Source: an optimization exercise on an open RTL-to-GDS flow (aim: small area, a short achievable clock period and few clock cycles). Production flows keep margins and buffers that such runs may drop.
Only simulation tests tie the RTL to the original design; equivalence was not proved.

// muldiv_unit_mq
module muldiv_unit_mq #(
  parameter int XLEN       = 32,
  parameter int HART_ID_W  = 1,
  parameter int REG_ADDR_W = 5
) (
  input  logic                  clk,
  input  logic                  rst_n,
  input  logic                  muldiv_start,
  input  logic [2:0]            muldiv_op,
  input  logic [XLEN-1:0]       muldiv_a,
  input  logic [XLEN-1:0]       muldiv_b,
  input  logic [HART_ID_W-1:0]  muldiv_hart_id,
  input  logic [REG_ADDR_W-1:0] muldiv_rd,
  input  logic                  muldiv_kill,
  input  logic [HART_ID_W-1:0]  muldiv_kill_hart_id,
  output logic                  muldiv_busy,
  output logic                  muldiv_done,
  output logic [XLEN-1:0]       muldiv_result,
  output logic [HART_ID_W-1:0]  muldiv_done_hart_id,
  output logic [REG_ADDR_W-1:0] muldiv_done_rd
);
  localparam logic [2:0] ST_IDLE = 3'd0;
  localparam logic [2:0] ST_M0   = 3'd1;
  localparam logic [2:0] ST_M1   = 3'd2;
  localparam logic [2:0] ST_NORM = 3'd3;
  localparam logic [2:0] ST_DIV  = 3'd4;
  logic [2:0]            st_q;
  logic [3:0]            cnt_q;
  logic [2:0]            op_q;
  logic [HART_ID_W-1:0]  hart_q, fhart_q, dhart_q;
  logic [REG_ADDR_W-1:0] rd_q, frd_q, drd_q;
  logic                  fin_q, fhi_q, done_q;
  logic [31:0]           res_q;
  logic [32:0]           a_q;      
  logic [31:0]           b_q;      
  logic [63:0]           s_q;      
  logic [63:0]           c_q;      
  logic                  zero_q;   
  logic                  neg_q;    
  logic                  skip_q;   
  logic kill_cur, last, accept;
  assign kill_cur    = muldiv_kill && (hart_q == muldiv_kill_hart_id);
  assign muldiv_busy = (st_q != ST_IDLE) && !last;
  assign accept      = muldiv_start && !muldiv_busy;
  logic in_div, in_sgn, sa, sb, sym, a_short, b_short, swap, skip_in;
  logic [31:0] a_abs, b_abs;
  assign in_div = muldiv_op[2];
  ...
For scale: about 5400 cells after synthesis, about 120 I/O pins, ~0.037 mm^2 of cells after synthesis.
make LEC_CHECK=0 ABC_AREA=1 CAP_MARGIN=20 CORE_MARGIN=2 CORE_UTILIZATION=40 SETUP_SLACK_MARGIN=5 SLEW_MARGIN=20 finish   # period 10.0 ns
run.sh (not shown) runs the stock make flow with config.mk's settings and CLKGATE_MAP_FILE= SYNTH_SCRIPT=/design/flow/synth_recipe.tcl, a recipe that flattens the netlist after the stock synthesis.
Testbench counts at the start, summed over its fixed seeds: cycles 5,402.
==> next run, changes <==
--- a/flow/design.v
+++ b/flow/design.v
@@ -910,51 +910,64 @@
   assign tree_c[59] = fc676;
   assign tree_s[60] = fs679;
   assign tree_c[60] = fc678;
   assign tree_s[61] = fs681;
   assign tree_c[61] = fc680;
   assign tree_s[62] = fs683;
   assign tree_c[62] = fc682;
   assign tree_s[63] = fs685;
   assign tree_c[63] = fc684;
   function automatic logic [4:0] clz(input logic [31:0] v);
-    logic [15:0] v16;
-    logic [7:0]  v8;
-    logic [3:0]  v4;
-    logic [1:0]  v2;
-    clz[4] = (v[31:16] == '0);
-    v16    = clz[4] ? v[15:0] : v[31:16];
-    clz[3] = (v16[15:8] == '0);
-    v8     = clz[3] ? v16[7:0] : v16[15:8];
-    clz[2] = (v8[7:4] == '0);
-    v4     = clz[2] ? v8[3:0] : v8[7:4];
-    clz[1] = (v4[3:2] == '0);
-    v2     = clz[1] ? v4[1:0] : v4[3:2];
-    clz[0] = !v2[1];
+    logic [31:0] p, f;
+    p = v;
+    for (int d = 1; d < 32; d = d * 2)
+      for (int i = 0; i < 32; i++)
+        if (i + d < 32) p[i] = p[i] | p[i+d];
+    for (int i = 0; i < 32; i++) f[i] = v[i] & ((i == 31) ? 1'b1 : !p[i+1]);
+    clz = {5{!p[0]}};    
+    for (int i = 0; i < 32; i++) clz = clz | ({5{f[i]}} & 5'(31 - i));
+  endfunction
+  function automatic logic [33:0] ksub33(input logic [32:0] x, input logic [32:0] y);
+    logic [32:0] g, p, t, c;
+    logic [32:0] gg, pp;
+    t  = ~y;
+    g  = x & t;
+    p  = x ^ t;
+    gg = g;
+    pp = p;
+    gg[0] = g[0] | p[0];
+    for (int d = 1; d < 33; d = d * 2)
+      for (int i = 32; i >= 0; i--)
+        if (i >= d) begin
+          gg[i] = gg[i] | (pp[i] & gg[i-d]);
+          pp[i] = pp[i] & pp[i-d];
+        end
+    c = {gg[31:0], 1'b1};
+    ksub33 = {gg[32], p ^ c};
   endfunction
   logic [4:0] za, zb;
   logic [5:0] sh;
   logic [4:0] sh2;
   logic       early;
   assign za    = clz(b_q);              
   assign zb    = clz(a_q[31:0]);        
   assign sh    = {1'b0, zb} - {1'b0, za};
   assign early = zero_q || sh[5];
   assign sh2   = sh[4:0] | 5'd1;
   logic [33:0] d1, d2;
   logic        q1, q0;
   logic [32:0] r1, r2;
-  assign d1 = {1'b0, s_q[32:0]} - {1'b0, a_q};
-  assign q1 = !d1[33];
+  assign d1 = ksub33(s_q[32:0], a_q);
+  assign q1 = d1[33];
   assign r1 = q1 ? d1[32:0] : s_q[32:0];
-  assign d2 = {1'b0, r1} - {2'b0, a_q[32:1]};
-  assign q0 = !d2[33];
+  assign d2 = ksub33(r1, {1'b0, a_q[32:1]});
+  assign q0 = d2[33];
   assign r2 = q0 ? d2[32:0] : r1;
   logic [31:0] dq, dr, dsel;
   always_comb begin
     if (st_q == ST_NORM) begin
       dq = zero_q ? '1 : '0;
       dr = b_q;
     end else begin
       dq = {b_q[29:0], q1, q0};
       dr = r2[31:0];
     end
After rerunning: The new run produced a clean layout. Utilization shrinks by 1.9 points. Global-route usage grows by 1.2 points. Sequential share of layout area shrinks by 0.15 points. Flip-flop and latch count stays the same. Clock skew grows by 0.022 ns. Critical path depth shrinks by 9. Non-clock buffer count shrinks by 15. Final cell count grows by 4.6%. First-iteration DRC count grows by 1.6%.
Testbench counts after the change, summed over its fixed seeds: cycles 5,402.

---

## run a
Another version of the RTL of muldiv_unit_mq (not shown whole).
Size: roughly 5700 cells after synthesis, roughly 290 flip-flops, ~120 I/O pins, roughly 0.039 mm^2 of cells after synthesis.
export LEC_CHECK = 0
export ABC_AREA = 1
export CAP_MARGIN = 20
export CORE_MARGIN = 2
export CORE_UTILIZATION = 40
export SETUP_SLACK_MARGIN = 5
export SLEW_MARGIN = 20
create_clock -name core_clock -period 10.0 [get_ports {clk}]
Testbench counts of run a, summed over its fixed seeds: cycles 5,124.
> inputs changed (run a -> run b)
--- a/flow/design.v
+++ b/flow/design.v
@@ -39,23 +39,22 @@
   logic                  neg_q;    
   logic                  skip_q;   
   logic kill_cur, last, accept;
   assign kill_cur    = muldiv_kill && (hart_q == muldiv_kill_hart_id);
   assign muldiv_busy = (st_q != ST_IDLE) && !last;
   assign accept      = muldiv_start && !muldiv_busy;
-  logic in_div, in_sgn, sa, sb, sym, a_short, b_short, swap, skip_in;
+  logic in_div, in_sgn, sa, sb, a_short, b_short, swap, skip_in;
   logic [31:0] a_abs, b_abs;
   assign in_div = muldiv_op[2];
   assign in_sgn = !muldiv_op[0];                                
   assign sa     = (muldiv_op[1:0] != 2'd3);                     
   assign sb     = !muldiv_op[1];                                
-  assign sym    = (sa == sb);                                   
   assign a_short = (muldiv_a[31:15] == '0) || (sa && (muldiv_a[31:15] == '1));
   assign b_short = (muldiv_b[31:15] == '0) || (sb && (muldiv_b[31:15] == '1));
-  assign swap    = sym && a_short && !b_short;
-  assign skip_in = b_short || (sym && a_short);
+  assign swap    = a_short && !b_short;
+  assign skip_in = b_short || a_short;
   assign a_abs  = (in_sgn && muldiv_a[31]) ? (32'd0 - muldiv_a) : muldiv_a;
   assign b_abs  = (in_sgn && muldiv_b[31]) ? (32'd0 - muldiv_b) : muldiv_b;
   function automatic logic [23:0] booth(input logic [16:0] bs);
     for (int j = 0; j < 8; j++) begin
       booth[3*j+2] = bs[2*j+2];
       booth[3*j+1] = bs[2*j+1] ^ bs[2*j];
@@ -957,22 +956,29 @@
   assign sh      = {1'b0, zb_q} - {1'b0, za_q};
   assign early   = zero_q || sh[5];
   assign dn      = {1'b0, a_q[31:0]} << sh[4:0];
   assign ev      = !sh[0];
   assign is_norm = (st_q == ST_NORM);
   assign is_div  = (st_q == ST_DIV);
-  logic [33:0] d1, d2;
+  logic [33:0] d1, de, df;
   logic        q1, q0;
-  logic [32:0] r1, r2;
+  logic [32:0] r2;
   logic [31:0] qn;
   assign d1 = ksub33({1'b0, b_q}, a_q);
+  assign de = ksub33({1'b0, b_q}, is_norm ? dn : {1'b0, a_q[32:1]});
+  assign df = ksub33(d1[32:0], {1'b0, a_q[32:1]});
   assign q1 = d1[33] && is_div;
-  assign r1 = q1 ? d1[32:0] : {1'b0, b_q};
-  assign d2 = ksub33(r1, is_norm ? dn : {1'b0, a_q[32:1]});
-  assign q0 = d2[33];
-  assign r2 = q0 ? d2[32:0] : r1;
+  assign q0 = q1 ? df[33] : de[33];
+  always_comb begin
+    case ({q1, q0})
+      2'b11:   r2 = df[32:0];
+      2'b10:   r2 = d1[32:0];
+      2'b01:   r2 = de[32:0];
+      default: r2 = {1'b0, b_q};
+    endcase
+  end
   assign qn = {s_q[29:0] & {30{is_div}}, q1, q0 && (is_div || ev)};
   logic        div_mode;
   logic [63:0] s_div;
   assign div_mode = (st_q == ST_NORM) || (st_q == ST_DIV);
   always_comb begin
     if (is_norm && early)
## What came out
- Maximum clock rate for run b is higher than for run a.
- Looking at final area across both flows, run b is the weaker of the two, with run a ahead.
- Run b against run a; chip height is up slightly.
- Diff run a -> run b | number of buffers added for setup after CTS | down by more than half
Testbench counts of run b, summed over its fixed seeds: cycles 5,066.

[port drivers added, routing unchanged]
The results above use ideal ports. As a check the final layouts listed here were re-extracted and re-timed, cells and wires unchanged.
Step 1, drivers: a clkbuf_16 drives clk and a buf_2 each remaining input, both assumed.
Step 2, shift: input delay + t, output delay - t, t = (earliest + latest rising clock arrival at the registers) / 2. This alone moves slack from input paths to output paths.
a / b / c = no drivers / after step 1 / after step 2; a / b = the first two.
run | t, ns | setup WS [ns] | hold WS [ns] | latest minus earliest clock arrival (ns)
the first run of note 1 | 0.667 | 4.208 / 4.133 / 4.579 | 0.324 / 0.324 / 0.324 | 0.032 / 0.031
the second run of note 1 | 0.711 | 4.205 / 4.128 / 4.436 | 0.325 / 0.325 / 0.325 | 0.054 / 0.054
run a | 0.688 | 4.880 / 4.899 / 4.244 | 0.326 / 0.326 / 0.326 | 0.045 / 0.045
run b | 0.694 | 4.977 / 4.977 / 4.416 | 0.325 / 0.325 / 0.325 | 0.042 / 0.042
After both steps setup and hold are still met in every run listed. For run a, which loses most, drivers alone change the setup slack by +0.019 ns; drivers and shift together by -0.636 ns.
